Context: an optimization exercise on an open-source flow, tuned for small area, a short achievable clock period and few clock cycles per item. The choices shown serve that exercise and are no tape-out recipe.
RTL that was checked went through simulation tests only; none was proved equivalent to the original.

==> inputs of raven <==
==> flow/design.v (excerpt) <==
module intermittent_compression_mode_controller #(
    parameter int HISTORY_LEN = icmc_pkg::HistoryLenDef,
    parameter int THETA       = icmc_pkg::ThetaDef,
    parameter int COUNT_WIDTH = 16
) (
    input  logic                          i_clk,
    input  logic                          i_rst_n,
    input  logic                          i_cfg_we,
    input  logic [icmc_pkg::CfgIdxW-1:0]  i_cfg_idx,
    input  logic [icmc_pkg::CfgDataW-1:0] i_cfg_data,
    input  logic                          i_valid,
    output logic                          o_ready,
    input  logic [1:0]                    i_mode,
    input  logic [3:0]                    i_op_count,
    output logic                          o_valid,
    input  logic                          i_ready,
    output logic                          o_regular_active,
    output logic                          o_mode_changed,
    output logic                          o_gate_vetoed,
    output logic [icmc_pkg::ThrW-1:0]     o_threshold_now,
    output logic [1:0]                    o_confidence_now,
    output logic signed [icmc_pkg::SumW-1:0] o_predictor_out
);
clock: 10.0 ns
lec_check: 0
abc_area: 1
cap_margin: 20
core_margin: 2
core_utilization: 40
cts_buf_list: sky130_fd_sc_hd__clkbuf_8
setup_slack_margin: 5
slew_margin: 20
run.sh (not shown) runs the stock make flow with config.mk's settings and CLKGATE_MAP_FILE= SYNTH_SCRIPT=/design/flow/synth_recipe.tcl, a recipe that flattens the netlist after the stock synthesis.
==> inputs of harbor, as changes to raven <==
--- a/flow/design.v
+++ b/flow/design.v
@@ -24,42 +24,58 @@
     input  logic       i_rst_n,
     input  logic       i_valid,
     output logic       o_ready,
     output logic       o_valid,
     input  logic       i_ready,
     input  logic [1:0] i_mode,
+    input  logic [3:0] i_op_count,
     input  logic       i_need_cap,   
     input  logic       i_qc_v,       
     input  logic       i_tinc_v,     
     output logic       o_acc,        
+    output logic [1:0] o_mode,       
+    output logic [3:0] o_op_count,
     output logic       o_cap1,       
     output logic       o_cap2,       
     output logic       o_cap3        
 );
-    logic r_ovalid, r_cap1, r_cap2, r_cap3, stall, is_reboot;
-    assign is_reboot = (i_mode == icmc_pkg::EV_REBOOT);
-    assign stall   = ((i_mode == icmc_pkg::EV_PWROFF) && !i_qc_v) || (is_reboot && !i_tinc_v);
-    assign o_ready = !r_cap1 && !r_cap2 && !r_cap3 && (!r_ovalid || i_ready) && !stall;
-    assign o_acc   = i_valid && o_ready;
+    logic       r_ovalid, r_cap1, r_cap2, r_cap3, stall, is_reboot, push;
+    logic [1:0] r_cnt;               
+    logic [5:0] r_q0, r_q1;          
+    assign o_mode     = r_q0[5:4];
+    assign o_op_count = r_q0[3:0];
+    assign is_reboot  = (o_mode == icmc_pkg::EV_REBOOT);
+    assign stall   = ((o_mode == icmc_pkg::EV_PWROFF) && !i_qc_v) || (is_reboot && !i_tinc_v);
+    assign o_acc   = (r_cnt != 2'd0) && !r_cap1 && !r_cap2 && !r_cap3 &&
+                     (!r_ovalid || i_ready) && !stall;
+    assign o_ready = !r_cnt[1];
+    assign push    = i_valid && !r_cnt[1];
     assign o_valid = r_ovalid;
     assign o_cap1  = r_cap1;
     assign o_cap2  = r_cap2;
     assign o_cap3  = r_cap3;
     always_ff @(posedge i_clk) begin
         if (!i_rst_n) begin
+            r_cnt    <= 2'd0;
             r_ovalid <= 1'b0;
             r_cap1   <= 1'b0;
             r_cap2   <= 1'b0;
             r_cap3   <= 1'b0;
         end else begin
+            r_cnt    <= r_cnt + {1'b0, push} - {1'b0, o_acc};
             r_cap1   <= o_acc && is_reboot && i_need_cap;
             r_cap2   <= r_cap1;
             r_cap3   <= r_cap2;
             r_ovalid <= (o_acc && !(is_reboot && i_need_cap)) || r_cap3 || (r_ovalid && !i_ready);
         end
     end
+    always_ff @(posedge i_clk) begin
+        if (r_cnt == 2'd0 || (r_cnt == 2'd1 && o_acc)) r_q0 <= {i_mode, i_op_count};
+        else if (o_acc)                                  r_q0 <= r_q1;
+        if (r_cnt == 2'd1 && !o_acc)                     r_q1 <= {i_mode, i_op_count};
+    end
 endmodule
 module icmc_dp #(
     parameter int HISTORY_LEN = icmc_pkg::HistoryLenDef,
     parameter int THETA       = icmc_pkg::ThetaDef,
     parameter int COUNT_WIDTH = icmc_pkg::CountWidthDef
 ) (
@@ -97,13 +113,12 @@
     logic [1:0]           r_conf;
     logic                 r_reg, r_hval, r_gate, r_chg;
     logic signed [7:0]    r_w [HL+1];
     logic [HL-1:0]        r_hn;              
     logic [HL-1:0]        r_hs;              
     logic [PW-1:0]        r_sa, r_sb;        
-    logic                 r_sc;
     logic signed [PW-1:0] r_sum;
     logic [CW-1:0]        r_qc;
     logic                 r_qc_v;
     wire ev_mem  = (i_mode == icmc_pkg::EV_MEMOPS);
     wire ev_evi  = (i_mode == icmc_pkg::EV_EVICT);
     wire ev_pof  = (i_mode == icmc_pkg::EV_PWROFF);
@@ -194,38 +209,43 @@
     endfunction
     logic [PW-1:0] a1 [8];
     logic [PW-1:0] a2 [6];
     logic [PW-1:0] a3 [4];
     logic [PW-1:0] a4 [2];
     logic [PW-1:0] a5 [2];
+    logic [PW-1:0] a6 [2];
     assign {a1[0], a1[1]} = csa(t[0], t[1], t[2], r_hs[0]);
     assign {a1[2], a1[3]} = csa(t[3], t[4], t[5], r_hs[1]);
     assign {a1[4], a1[5]} = csa(t[6], t[7], t[8], r_hs[2]);
     assign {a1[6], a1[7]} = csa(t[9], t[10], t[11], r_hs[3]);
     assign {a2[0], a2[1]} = csa(a1[0], a1[1], a1[2], r_hs[4]);
     assign {a2[2], a2[3]} = csa(a1[3], a1[4], a1[5], r_hs[5]);
     assign {a2[4], a2[5]} = csa(a1[6], a1[7], t[12], r_hs[6]);
     assign {a3[0], a3[1]} = csa(a2[0], a2[1], a2[2], r_hs[7]);
     assign {a3[2], a3[3]} = csa(a2[3], a2[4], a2[5], r_hs[8]);
     assign {a4[0], a4[1]} = csa(a3[0], a3[1], a3[2], r_hs[9]);
     assign {a5[0], a5[1]} = csa(a4[0], a4[1], a3[3], r_hs[10]);
-    assign r_sum = r_sa + r_sb + (r_sc ? K + 12'd1 : K);
-    logic          r_qa, r_qb, r_men, r_macc, a_next, b_next;
-    logic [3:0]    r_fn, fn;
-    logic [7:0]    close_src;
+    assign {a6[0], a6[1]} = csa(a5[0], a5[1], K, r_hs[11]);
+    assign r_sum = r_sa + r_sb;
+    logic          m_a, m_b, r_qa, r_qb;
+    logic [7:0]    frac;
+    logic [3:0]    fn;
     logic [19:0]   mpp [5];
     logic [19:0]   m1 [4];
     logic [19:0]   m2 [2];
     logic [19:0]   m3 [2];
     logic [19:0]   msum;
     logic [CW-1:0] cap_v;
-    assign fn   = r_fn;
+    assign m_a  = r_qa || i_cap1;
+    assign m_b  = r_qb || i_cap2;
+    assign frac = (i_cap1 || i_cap2) ? r_cap_frac : r_close_frac;
+    assign fn   = m_b ? frac[7:4] : frac[3:0];
     for (genvar k = 0; k < 4; k++) begin : g_pp
         assign mpp[k] = {4'd0, r_prev & {CW{fn[k]}}} << k;
     end
-    assign mpp[4] = r_macc ? {4'd0, r_qc} : 20'd0;
+    assign mpp[4] = m_b ? {4'd0, r_qc} : 20'd0;
     function automatic logic [39:0] csa20(input logic [19:0] a, input logic [19:0] b,
                                           input logic [19:0] c);
         csa20 = {a ^ b ^ c, ((a & b) | (a & c) | (b & c)) << 1};
     endfunction
     assign {m1[0], m1[1]} = csa20(mpp[0], mpp[1], mpp[2]);
     assign {m2[0], m2[1]} = csa20(m1[0], m1[1], mpp[3]);
@@ -266,25 +286,16 @@
     assign tsum  = {1'b0, r_thr} + {1'b0, tstep};
     assign thr_inc = tsum[CW] ? CMAX : tsum[CW-1:0];
     logic thr_chg, prev_chg, close_we, qc_start;
     assign prev_chg = i_acc && ev_rbt;
     assign close_we = i_cfg_we && i_cfg_idx == icmc_pkg::REG_CLOSE_FRAC;
     assign qc_start = (prev_chg && !o_need_cap) || i_cap2 || close_we;
-    logic cap1_next;
-    assign cap1_next = prev_chg && o_need_cap;
-    assign a_next    = !i_rst_n || qc_start || cap1_next;
-    assign b_next    = i_rst_n && ((r_qa && !prev_chg && !close_we) || i_cap1);
-    assign close_src = close_we ? i_cfg_data[7:0] : (!i_rst_n ? 8'd26 : r_close_frac);
     assign thr_chg  = (i_acc && ev_rbt && aimd_go) || i_cap3 ||
                       (i_cfg_we && i_cfg_idx == icmc_pkg::REG_INIT_THR);
     always_ff @(posedge i_clk) begin
-        if (r_men) r_qc <= msum[19:4];
-        r_men  <= a_next || b_next;
-        r_macc <= b_next;
-        r_fn   <= cap1_next ? r_cap_frac[3:0] : i_cap1 ? r_cap_frac[7:4] :
-                  b_next ? close_src[7:4] : close_src[3:0];
+        if (m_a || m_b) r_qc <= msum[19:4];
         if (!i_rst_n || thr_chg) begin
             r_tdiv_n <= '0;
             r_trem   <= '0;
         end else if (!r_tdiv_n[2]) begin
             r_tdiv_n <= r_tdiv_n + 3'd1;
             r_trem   <= dstep[3:0];
@@ -322,15 +333,14 @@
             r_adj   <= '0;
             r_conf  <= 2'd2;
             r_reg   <= 1'b0;
             r_hval  <= 1'b0;
             r_gate  <= 1'b0;
             r_chg   <= 1'b0;
-            r_sa    <= -K;
+            r_sa    <= '0;
             r_sb    <= '0;
-            r_sc    <= 1'b0;
             r_hn    <= '0;
             r_hs    <= '0;
         end else begin
             if (i_cfg_we) begin
                 case (i_cfg_idx)
                     icmc_pkg::REG_INIT_THR: begin
@@ -379,19 +389,17 @@
                     r_reg   <= 1'b0;
                     if (aimd_go) r_thr <= thr_aimd;
                     if (r_pred_en) begin
                         if (r_pred_vol) begin
                             r_hn  <= '0;
                             r_hs  <= '0;
-                            r_sa  <= -K;
+                            r_sa  <= '0;
                             r_sb  <= '0;
-                            r_sc  <= 1'b0;
                         end else begin
-                            r_sa  <= a5[0];
-                            r_sb  <= a5[1];
-                            r_sc  <= r_hs[11];
+                            r_sa  <= a6[0];
+                            r_sb  <= a6[1];
                         end
                     end
                 end
             end
         end
     end
@@ -423,21 +431,24 @@
     output logic                          o_gate_vetoed,
     output logic [icmc_pkg::ThrW-1:0]     o_threshold_now,
     output logic [1:0]                    o_confidence_now,
     output logic signed [icmc_pkg::SumW-1:0] o_predictor_out
 );
     logic acc, cap1, cap2, cap3, need_cap, qc_v, tinc_v;
+    logic [1:0] mode;
+    logic [3:0] op_count;
     icmc_ctrl u_ctrl (
-        .i_clk, .i_rst_n, .i_valid, .o_ready, .o_valid, .i_ready, .i_mode,
+        .i_clk, .i_rst_n, .i_valid, .o_ready, .o_valid, .i_ready, .i_mode, .i_op_count,
+        .o_mode(mode), .o_op_count(op_count),
         .i_need_cap(need_cap), .i_qc_v(qc_v), .i_tinc_v(tinc_v),
         .o_acc(acc), .o_cap1(cap1), .o_cap2(cap2), .o_cap3(cap3)
     );
     icmc_dp #(
         .HISTORY_LEN(HISTORY_LEN), .THETA(THETA), .COUNT_WIDTH(COUNT_WIDTH)
     ) u_dp (
         .i_clk, .i_rst_n, .i_cfg_we, .i_cfg_idx, .i_cfg_data,
-        .i_acc(acc), .i_cap1(cap1), .i_cap2(cap2), .i_cap3(cap3), .i_mode, .i_op_count,
+        .i_acc(acc), .i_cap1(cap1), .i_cap2(cap2), .i_cap3(cap3), .i_mode(mode), .i_op_count(op_count),
         .o_need_cap(need_cap), .o_qc_v(qc_v), .o_tinc_v(tinc_v),
         .o_regular_active, .o_mode_changed, .o_gate_vetoed,
         .o_threshold_now, .o_confidence_now, .o_predictor_out
     );
 endmodule
==> flow/flow/run.sh (new file) <==
#!/bin/bash
export SETUP_SLACK_MARGIN=6
bash standard.sh > standard.log 2>&1
==> flow/standard.sh (new file) <==
#!/bin/bash
# synth_recipe.tcl (not shown) runs the flow's synth.tcl, then flattens the netlist and writes it again
# the make line also repeats each setting of config.mk as NAME=value (left out here)
make -C /OpenROAD-flow-scripts/flow DESIGN_CONFIG=/design/flow/config.mk WORK_HOME=/design/flow/orfs CLKGATE_MAP_FILE= SYNTH_SCRIPT=/design/flow/synth_recipe.tcl "${@:-finish}"
CTS_BUF_LIST = not set   (was sky130_fd_sc_hd__clkbuf_8)
SETUP_SLACK_MARGIN = not set   (was 5)
removed: flow/run.sh
==> inputs of violet, as changes to raven <==
--- a/flow/design.v
+++ b/flow/design.v
@@ -97,13 +97,12 @@
     logic [1:0]           r_conf;
     logic                 r_reg, r_hval, r_gate, r_chg;
     logic signed [7:0]    r_w [HL+1];
     logic [HL-1:0]        r_hn;              
     logic [HL-1:0]        r_hs;              
     logic [PW-1:0]        r_sa, r_sb;        
-    logic                 r_sc;
     logic signed [PW-1:0] r_sum;
     logic [CW-1:0]        r_qc;
     logic                 r_qc_v;
     wire ev_mem  = (i_mode == icmc_pkg::EV_MEMOPS);
     wire ev_evi  = (i_mode == icmc_pkg::EV_EVICT);
     wire ev_pof  = (i_mode == icmc_pkg::EV_PWROFF);
@@ -194,38 +193,43 @@
     endfunction
     logic [PW-1:0] a1 [8];
     logic [PW-1:0] a2 [6];
     logic [PW-1:0] a3 [4];
     logic [PW-1:0] a4 [2];
     logic [PW-1:0] a5 [2];
+    logic [PW-1:0] a6 [2];
     assign {a1[0], a1[1]} = csa(t[0], t[1], t[2], r_hs[0]);
     assign {a1[2], a1[3]} = csa(t[3], t[4], t[5], r_hs[1]);
     assign {a1[4], a1[5]} = csa(t[6], t[7], t[8], r_hs[2]);
     assign {a1[6], a1[7]} = csa(t[9], t[10], t[11], r_hs[3]);
     assign {a2[0], a2[1]} = csa(a1[0], a1[1], a1[2], r_hs[4]);
     assign {a2[2], a2[3]} = csa(a1[3], a1[4], a1[5], r_hs[5]);
     assign {a2[4], a2[5]} = csa(a1[6], a1[7], t[12], r_hs[6]);
     assign {a3[0], a3[1]} = csa(a2[0], a2[1], a2[2], r_hs[7]);
     assign {a3[2], a3[3]} = csa(a2[3], a2[4], a2[5], r_hs[8]);
     assign {a4[0], a4[1]} = csa(a3[0], a3[1], a3[2], r_hs[9]);
     assign {a5[0], a5[1]} = csa(a4[0], a4[1], a3[3], r_hs[10]);
-    assign r_sum = r_sa + r_sb + (r_sc ? K + 12'd1 : K);
-    logic          r_qa, r_qb, r_men, r_macc, a_next, b_next;
-    logic [3:0]    r_fn, fn;
-    logic [7:0]    close_src;
+    assign {a6[0], a6[1]} = csa(a5[0], a5[1], K, r_hs[11]);
+    assign r_sum = r_sa + r_sb;
+    logic          m_a, m_b, r_qa, r_qb;
+    logic [7:0]    frac;
+    logic [3:0]    fn;
     logic [19:0]   mpp [5];
     logic [19:0]   m1 [4];
     logic [19:0]   m2 [2];
     logic [19:0]   m3 [2];
     logic [19:0]   msum;
     logic [CW-1:0] cap_v;
-    assign fn   = r_fn;
+    assign m_a  = r_qa || i_cap1;
+    assign m_b  = r_qb || i_cap2;
+    assign frac = (i_cap1 || i_cap2) ? r_cap_frac : r_close_frac;
+    assign fn   = m_b ? frac[7:4] : frac[3:0];
     for (genvar k = 0; k < 4; k++) begin : g_pp
         assign mpp[k] = {4'd0, r_prev & {CW{fn[k]}}} << k;
     end
-    assign mpp[4] = r_macc ? {4'd0, r_qc} : 20'd0;
+    assign mpp[4] = m_b ? {4'd0, r_qc} : 20'd0;
     function automatic logic [39:0] csa20(input logic [19:0] a, input logic [19:0] b,
                                           input logic [19:0] c);
         csa20 = {a ^ b ^ c, ((a & b) | (a & c) | (b & c)) << 1};
     endfunction
     assign {m1[0], m1[1]} = csa20(mpp[0], mpp[1], mpp[2]);
     assign {m2[0], m2[1]} = csa20(m1[0], m1[1], mpp[3]);
@@ -266,25 +270,16 @@
     assign tsum  = {1'b0, r_thr} + {1'b0, tstep};
     assign thr_inc = tsum[CW] ? CMAX : tsum[CW-1:0];
     logic thr_chg, prev_chg, close_we, qc_start;
     assign prev_chg = i_acc && ev_rbt;
     assign close_we = i_cfg_we && i_cfg_idx == icmc_pkg::REG_CLOSE_FRAC;
     assign qc_start = (prev_chg && !o_need_cap) || i_cap2 || close_we;
-    logic cap1_next;
-    assign cap1_next = prev_chg && o_need_cap;
-    assign a_next    = !i_rst_n || qc_start || cap1_next;
-    assign b_next    = i_rst_n && ((r_qa && !prev_chg && !close_we) || i_cap1);
-    assign close_src = close_we ? i_cfg_data[7:0] : (!i_rst_n ? 8'd26 : r_close_frac);
     assign thr_chg  = (i_acc && ev_rbt && aimd_go) || i_cap3 ||
                       (i_cfg_we && i_cfg_idx == icmc_pkg::REG_INIT_THR);
     always_ff @(posedge i_clk) begin
-        if (r_men) r_qc <= msum[19:4];
-        r_men  <= a_next || b_next;
-        r_macc <= b_next;
-        r_fn   <= cap1_next ? r_cap_frac[3:0] : i_cap1 ? r_cap_frac[7:4] :
-                  b_next ? close_src[7:4] : close_src[3:0];
+        if (m_a || m_b) r_qc <= msum[19:4];
         if (!i_rst_n || thr_chg) begin
             r_tdiv_n <= '0;
             r_trem   <= '0;
         end else if (!r_tdiv_n[2]) begin
             r_tdiv_n <= r_tdiv_n + 3'd1;
             r_trem   <= dstep[3:0];
@@ -322,15 +317,14 @@
             r_adj   <= '0;
             r_conf  <= 2'd2;
             r_reg   <= 1'b0;
             r_hval  <= 1'b0;
             r_gate  <= 1'b0;
             r_chg   <= 1'b0;
-            r_sa    <= -K;
+            r_sa    <= '0;
             r_sb    <= '0;
-            r_sc    <= 1'b0;
             r_hn    <= '0;
             r_hs    <= '0;
         end else begin
             if (i_cfg_we) begin
                 case (i_cfg_idx)
                     icmc_pkg::REG_INIT_THR: begin
@@ -379,19 +373,17 @@
                     r_reg   <= 1'b0;
                     if (aimd_go) r_thr <= thr_aimd;
                     if (r_pred_en) begin
                         if (r_pred_vol) begin
                             r_hn  <= '0;
                             r_hs  <= '0;
-                            r_sa  <= -K;
+                            r_sa  <= '0;
                             r_sb  <= '0;
-                            r_sc  <= 1'b0;
                         end else begin
-                            r_sa  <= a5[0];
-                            r_sb  <= a5[1];
-                            r_sc  <= r_hs[11];
+                            r_sa  <= a6[0];
+                            r_sb  <= a6[1];
                         end
                     end
                 end
             end
         end
     end
CTS_BUF_LIST = not set   (was sky130_fd_sc_hd__clkbuf_8)
==> inputs of onyx, as changes to raven <==
--- a/flow/design.v
+++ b/flow/design.v
@@ -85,25 +85,23 @@
     output logic signed [icmc_pkg::SumW-1:0] o_predictor_out
 );
     localparam int CW = COUNT_WIDTH;
     localparam int HL = HISTORY_LEN;
     localparam int PW = 12;                  
     localparam logic [CW-1:0] CMAX = {CW{1'b1}};
-    localparam logic signed [11:0] THETA_S = THETA;
     logic [7:0] r_close_frac, r_cap_frac;
     logic [1:0] r_conf_min;
     logic       r_aimd_en, r_pred_en, r_pred_vol;
     logic [CW-1:0]        r_mem, r_prev, r_thr, r_evict;
     logic signed [CW:0]   r_adj;
     logic [1:0]           r_conf;
     logic                 r_reg, r_hval, r_gate, r_chg;
     logic signed [7:0]    r_w [HL+1];
     logic [HL-1:0]        r_hn;              
     logic [HL-1:0]        r_hs;              
     logic [PW-1:0]        r_sa, r_sb;        
-    logic                 r_sc;
     logic signed [PW-1:0] r_sum;
     logic [CW-1:0]        r_qc;
     logic                 r_qc_v;
     wire ev_mem  = (i_mode == icmc_pkg::EV_MEMOPS);
     wire ev_evi  = (i_mode == icmc_pkg::EV_EVICT);
     wire ev_pof  = (i_mode == icmc_pkg::EV_PWROFF);
@@ -116,26 +114,27 @@
         else if (&r_mem[CW-1:4])       mem_new = CMAX;
         else                           mem_new = {r_mem[CW-1:4] + (CW-4)'(1), lo_sum[3:0]};
     end
     logic signed [CW+1:0] e_gap;
     logic                 hit, veto, enter;
     assign e_gap = $signed({2'b00, r_prev}) - $signed({2'b00, r_thr}) - $signed({2'b00, r_mem});
-    assign hit   = e_gap[CW+1] || (e_gap[CW:4] == '0 && e_gap[3:0] <= i_op_count);
-    assign veto  = (r_pred_en && r_sum[PW-1]) || (r_conf_min != 2'd0 && r_conf < r_conf_min);
+    assign hit   = e_gap <= $signed({{(CW-2){1'b0}}, i_op_count});
+    assign veto  = (r_pred_en && r_sum < 0) || (r_conf_min != 2'd0 && r_conf < r_conf_min);
     assign enter = !r_reg && r_hval && !r_gate && hit;
     logic signed [CW:0] adj_new;
     logic               close;
     logic [1:0]         conf_new;
     assign adj_new = $signed({1'b0, r_mem}) - $signed({1'b0, r_prev});
-    logic signed [CW+1:0] adj_pq;
-    assign adj_pq  = $signed({adj_new[CW], adj_new}) + $signed({2'b00, r_qc});
-    assign close   = (adj_new <= $signed({1'b0, r_qc})) && !adj_pq[CW+1];
+    assign close   = ($signed({1'b0, r_mem}) - $signed({1'b0, r_prev}) <= $signed({1'b0, r_qc})) &&
+                     ($signed({1'b0, r_prev}) - $signed({1'b0, r_mem}) <= $signed({1'b0, r_qc}));
     assign conf_new = close ? ((r_conf != 2'd3) ? r_conf + 2'd1 : r_conf)
                             : ((r_conf != 2'd0) ? r_conf - 2'd1 : r_conf);
+    logic signed [PW-1:0] mag;
     logic                 sum_small, train_c, train_f, upd;
-    assign sum_small = r_sum[PW-1] ? (r_sum >= -THETA_S) : (r_sum <= THETA_S);
+    assign mag       = r_sum[PW-1] ? -r_sum : r_sum;
+    assign sum_small = mag <= $signed({{(PW-6){1'b0}}, 6'(THETA)});
     assign train_c   = r_sum[PW-1] || sum_small;      
     assign train_f   = !r_sum[PW-1] || sum_small;     
     assign upd       = i_acc && ev_pof && r_hval && r_pred_en;
     logic [7:0] w_flip [HL+1];
     for (genvar i = 0; i <= HL; i++) begin : g_w
         logic       nz, neg, up, en;
@@ -194,38 +193,43 @@
     endfunction
     logic [PW-1:0] a1 [8];
     logic [PW-1:0] a2 [6];
     logic [PW-1:0] a3 [4];
     logic [PW-1:0] a4 [2];
     logic [PW-1:0] a5 [2];
+    logic [PW-1:0] a6 [2];
     assign {a1[0], a1[1]} = csa(t[0], t[1], t[2], r_hs[0]);
     assign {a1[2], a1[3]} = csa(t[3], t[4], t[5], r_hs[1]);
     assign {a1[4], a1[5]} = csa(t[6], t[7], t[8], r_hs[2]);
     assign {a1[6], a1[7]} = csa(t[9], t[10], t[11], r_hs[3]);
     assign {a2[0], a2[1]} = csa(a1[0], a1[1], a1[2], r_hs[4]);
     assign {a2[2], a2[3]} = csa(a1[3], a1[4], a1[5], r_hs[5]);
     assign {a2[4], a2[5]} = csa(a1[6], a1[7], t[12], r_hs[6]);
     assign {a3[0], a3[1]} = csa(a2[0], a2[1], a2[2], r_hs[7]);
     assign {a3[2], a3[3]} = csa(a2[3], a2[4], a2[5], r_hs[8]);
     assign {a4[0], a4[1]} = csa(a3[0], a3[1], a3[2], r_hs[9]);
     assign {a5[0], a5[1]} = csa(a4[0], a4[1], a3[3], r_hs[10]);
-    assign r_sum = r_sa + r_sb + (r_sc ? K + 12'd1 : K);
-    logic          r_qa, r_qb, r_men, r_macc, a_next, b_next;
-    logic [3:0]    r_fn, fn;
-    logic [7:0]    close_src;
+    assign {a6[0], a6[1]} = csa(a5[0], a5[1], K, r_hs[11]);
+    assign r_sum = r_sa + r_sb;
+    logic          m_a, m_b, r_qa, r_qb;
+    logic [7:0]    frac;
+    logic [3:0]    fn;
     logic [19:0]   mpp [5];
     logic [19:0]   m1 [4];
     logic [19:0]   m2 [2];
     logic [19:0]   m3 [2];
     logic [19:0]   msum;
     logic [CW-1:0] cap_v;
-    assign fn   = r_fn;
+    assign m_a  = r_qa || i_cap1;
+    assign m_b  = r_qb || i_cap2;
+    assign frac = (i_cap1 || i_cap2) ? r_cap_frac : r_close_frac;
+    assign fn   = m_b ? frac[7:4] : frac[3:0];
     for (genvar k = 0; k < 4; k++) begin : g_pp
         assign mpp[k] = {4'd0, r_prev & {CW{fn[k]}}} << k;
     end
-    assign mpp[4] = r_macc ? {4'd0, r_qc} : 20'd0;
+    assign mpp[4] = m_b ? {4'd0, r_qc} : 20'd0;
     function automatic logic [39:0] csa20(input logic [19:0] a, input logic [19:0] b,
                                           input logic [19:0] c);
         csa20 = {a ^ b ^ c, ((a & b) | (a & c) | (b & c)) << 1};
     endfunction
     assign {m1[0], m1[1]} = csa20(mpp[0], mpp[1], mpp[2]);
     assign {m2[0], m2[1]} = csa20(m1[0], m1[1], mpp[3]);
@@ -266,25 +270,16 @@
     assign tsum  = {1'b0, r_thr} + {1'b0, tstep};
     assign thr_inc = tsum[CW] ? CMAX : tsum[CW-1:0];
     logic thr_chg, prev_chg, close_we, qc_start;
     assign prev_chg = i_acc && ev_rbt;
     assign close_we = i_cfg_we && i_cfg_idx == icmc_pkg::REG_CLOSE_FRAC;
     assign qc_start = (prev_chg && !o_need_cap) || i_cap2 || close_we;
-    logic cap1_next;
-    assign cap1_next = prev_chg && o_need_cap;
-    assign a_next    = !i_rst_n || qc_start || cap1_next;
-    assign b_next    = i_rst_n && ((r_qa && !prev_chg && !close_we) || i_cap1);
-    assign close_src = close_we ? i_cfg_data[7:0] : (!i_rst_n ? 8'd26 : r_close_frac);
     assign thr_chg  = (i_acc && ev_rbt && aimd_go) || i_cap3 ||
                       (i_cfg_we && i_cfg_idx == icmc_pkg::REG_INIT_THR);
     always_ff @(posedge i_clk) begin
-        if (r_men) r_qc <= msum[19:4];
-        r_men  <= a_next || b_next;
-        r_macc <= b_next;
-        r_fn   <= cap1_next ? r_cap_frac[3:0] : i_cap1 ? r_cap_frac[7:4] :
-                  b_next ? close_src[7:4] : close_src[3:0];
+        if (m_a || m_b) r_qc <= msum[19:4];
         if (!i_rst_n || thr_chg) begin
             r_tdiv_n <= '0;
             r_trem   <= '0;
         end else if (!r_tdiv_n[2]) begin
             r_tdiv_n <= r_tdiv_n + 3'd1;
             r_trem   <= dstep[3:0];
@@ -322,15 +317,14 @@
             r_adj   <= '0;
             r_conf  <= 2'd2;
             r_reg   <= 1'b0;
             r_hval  <= 1'b0;
             r_gate  <= 1'b0;
             r_chg   <= 1'b0;
-            r_sa    <= -K;
+            r_sa    <= '0;
             r_sb    <= '0;
-            r_sc    <= 1'b0;
             r_hn    <= '0;
             r_hs    <= '0;
         end else begin
             if (i_cfg_we) begin
                 case (i_cfg_idx)
                     icmc_pkg::REG_INIT_THR: begin
@@ -379,19 +373,17 @@
                     r_reg   <= 1'b0;
                     if (aimd_go) r_thr <= thr_aimd;
                     if (r_pred_en) begin
                         if (r_pred_vol) begin
                             r_hn  <= '0;
                             r_hs  <= '0;
-                            r_sa  <= -K;
+                            r_sa  <= '0;
                             r_sb  <= '0;
-                            r_sc  <= 1'b0;
                         end else begin
-                            r_sa  <= a5[0];
-                            r_sb  <= a5[1];
-                            r_sc  <= r_hs[11];
+                            r_sa  <= a6[0];
+                            r_sb  <= a6[1];
                         end
                     end
                 end
             end
         end
     end
CORE_UTILIZATION = 55   (was 40)
CTS_BUF_LIST = not set   (was sky130_fd_sc_hd__clkbuf_8)
TNS_END_PERCENT = 0   (was not set)
==> run notes <==
Non-clk buf share = 4.82%
Initial antenna violation count = 3
CP Cell Sequence = ha_4, ha_4, inv_2, fa_2, o21ai_2, nand4_1, nand2_1, nand2_2, nand2_2, a21oi_2, xnor2_2, inv_2, buf_6
Status = no timing/DRC/antenna violations
Cts repair resizes = 62
Family with the most delay on the worst path = adder cells
Met3 usage in global routing = 4.47%
Max Clk Rate = 202 MHz
Via-to-Cell Ratio = 5.09
Fraction of area in registers = 20.2%
That was raven.
==> run notes <==
Status = no timing/DRC/antenna violations
Max Clk Rate = 201 MHz
Buffer and inverter count on the worst path = 4
Placed Area = 29800 µm²
Initial antenna violation count = 1
Share of cells above drive strength 1 = 6.61%
Family with the most delay on the worst path = buffers and inverters
Fraction of area in registers = 20.0%
Wl on met1 = 41.0 mm
Cts repair resizes = 40
GRT Resource Usage Total = 31.7%
Via-to-Cell Ratio = 5.59
Non-clk buf share = 4.31%
That was onyx.
==> run notes <==
Status = no timing/DRC/antenna violations
Family with the most delay on the worst path = adder cells
Initial antenna violation count = 1
Initial core utilization = 40.3%
Fraction of area in registers = 17.7%
Die W = 272 µm
Non-clk buf share = 10.9%
DR top layer = met5
Initial drt markers = 2852
Clock Skew = 0.0333 ns
Max-cap violation count = 0
Via-to-Cell Ratio = 5.38
Wl on met1 = 44.3 mm
That was harbor.
==> run notes <==
Critical Path RT = 10.45 ns
Max Clk Rate = 201 MHz
Met3 usage in global routing = 3.38%
Cts repair resizes = 92
Ports = 100
Top reg by flops = u_dp.r_w
Asr flop ratio synth = 0%
Clock buf count = 57
Non-clk buf share = 5.52%
Tcrit/Tclk final = 49.8%
Status = no timing/DRC/antenna violations
Initial antenna violation count = 2
That was violet.
Testbench counts of raven, summed over its fixed seeds: cycles 5,099, items 4,829.
Testbench counts of violet, summed over its fixed seeds: cycles 5,099, items 4,829.
Testbench counts of onyx, summed over its fixed seeds: cycles 5,099, items 4,829.
Only the layout flow was run in harbor; the RTL was not checked for function there.

==> what the ideal ports hide <==
The flow's constraints put no driver on any port. The routed layouts listed below were extracted and timed again, unchanged, in two steps.
Step 1 (the two cells are an assumption about what drives the block):
set clk [get_ports {i_clk}]
set_driving_cell -lib_cell sky130_fd_sc_hd__clkbuf_16 $clk
set_driving_cell -lib_cell sky130_fd_sc_hd__buf_2 [delete_from_list [all_inputs] $clk]
Step 2 times the ports against the registers' clock, not the clock port: input delays grow and output delays shrink by t, the midpoint of the rising clock arrivals with the driver on.
Slacks: ideal ports / drivers / drivers and shift; pairs: ideal ports / drivers.
run	shift t [ns]	setup slack, ns	worst data-port slew with drivers (ns)
raven	0.736	5.058 / 4.995 / 4.497	0.07
harbor	0.637	5.464 / 5.427 / 5.464	0.05
violet	0.633	5.017 / 4.938 / 4.662	0.10
onyx	0.623	5.018 / 4.993 / 4.590	0.05
After both steps setup and hold are still met in every run listed. For raven, which loses most, drivers alone change the setup slack by -0.063 ns; drivers and shift together by -0.561 ns.
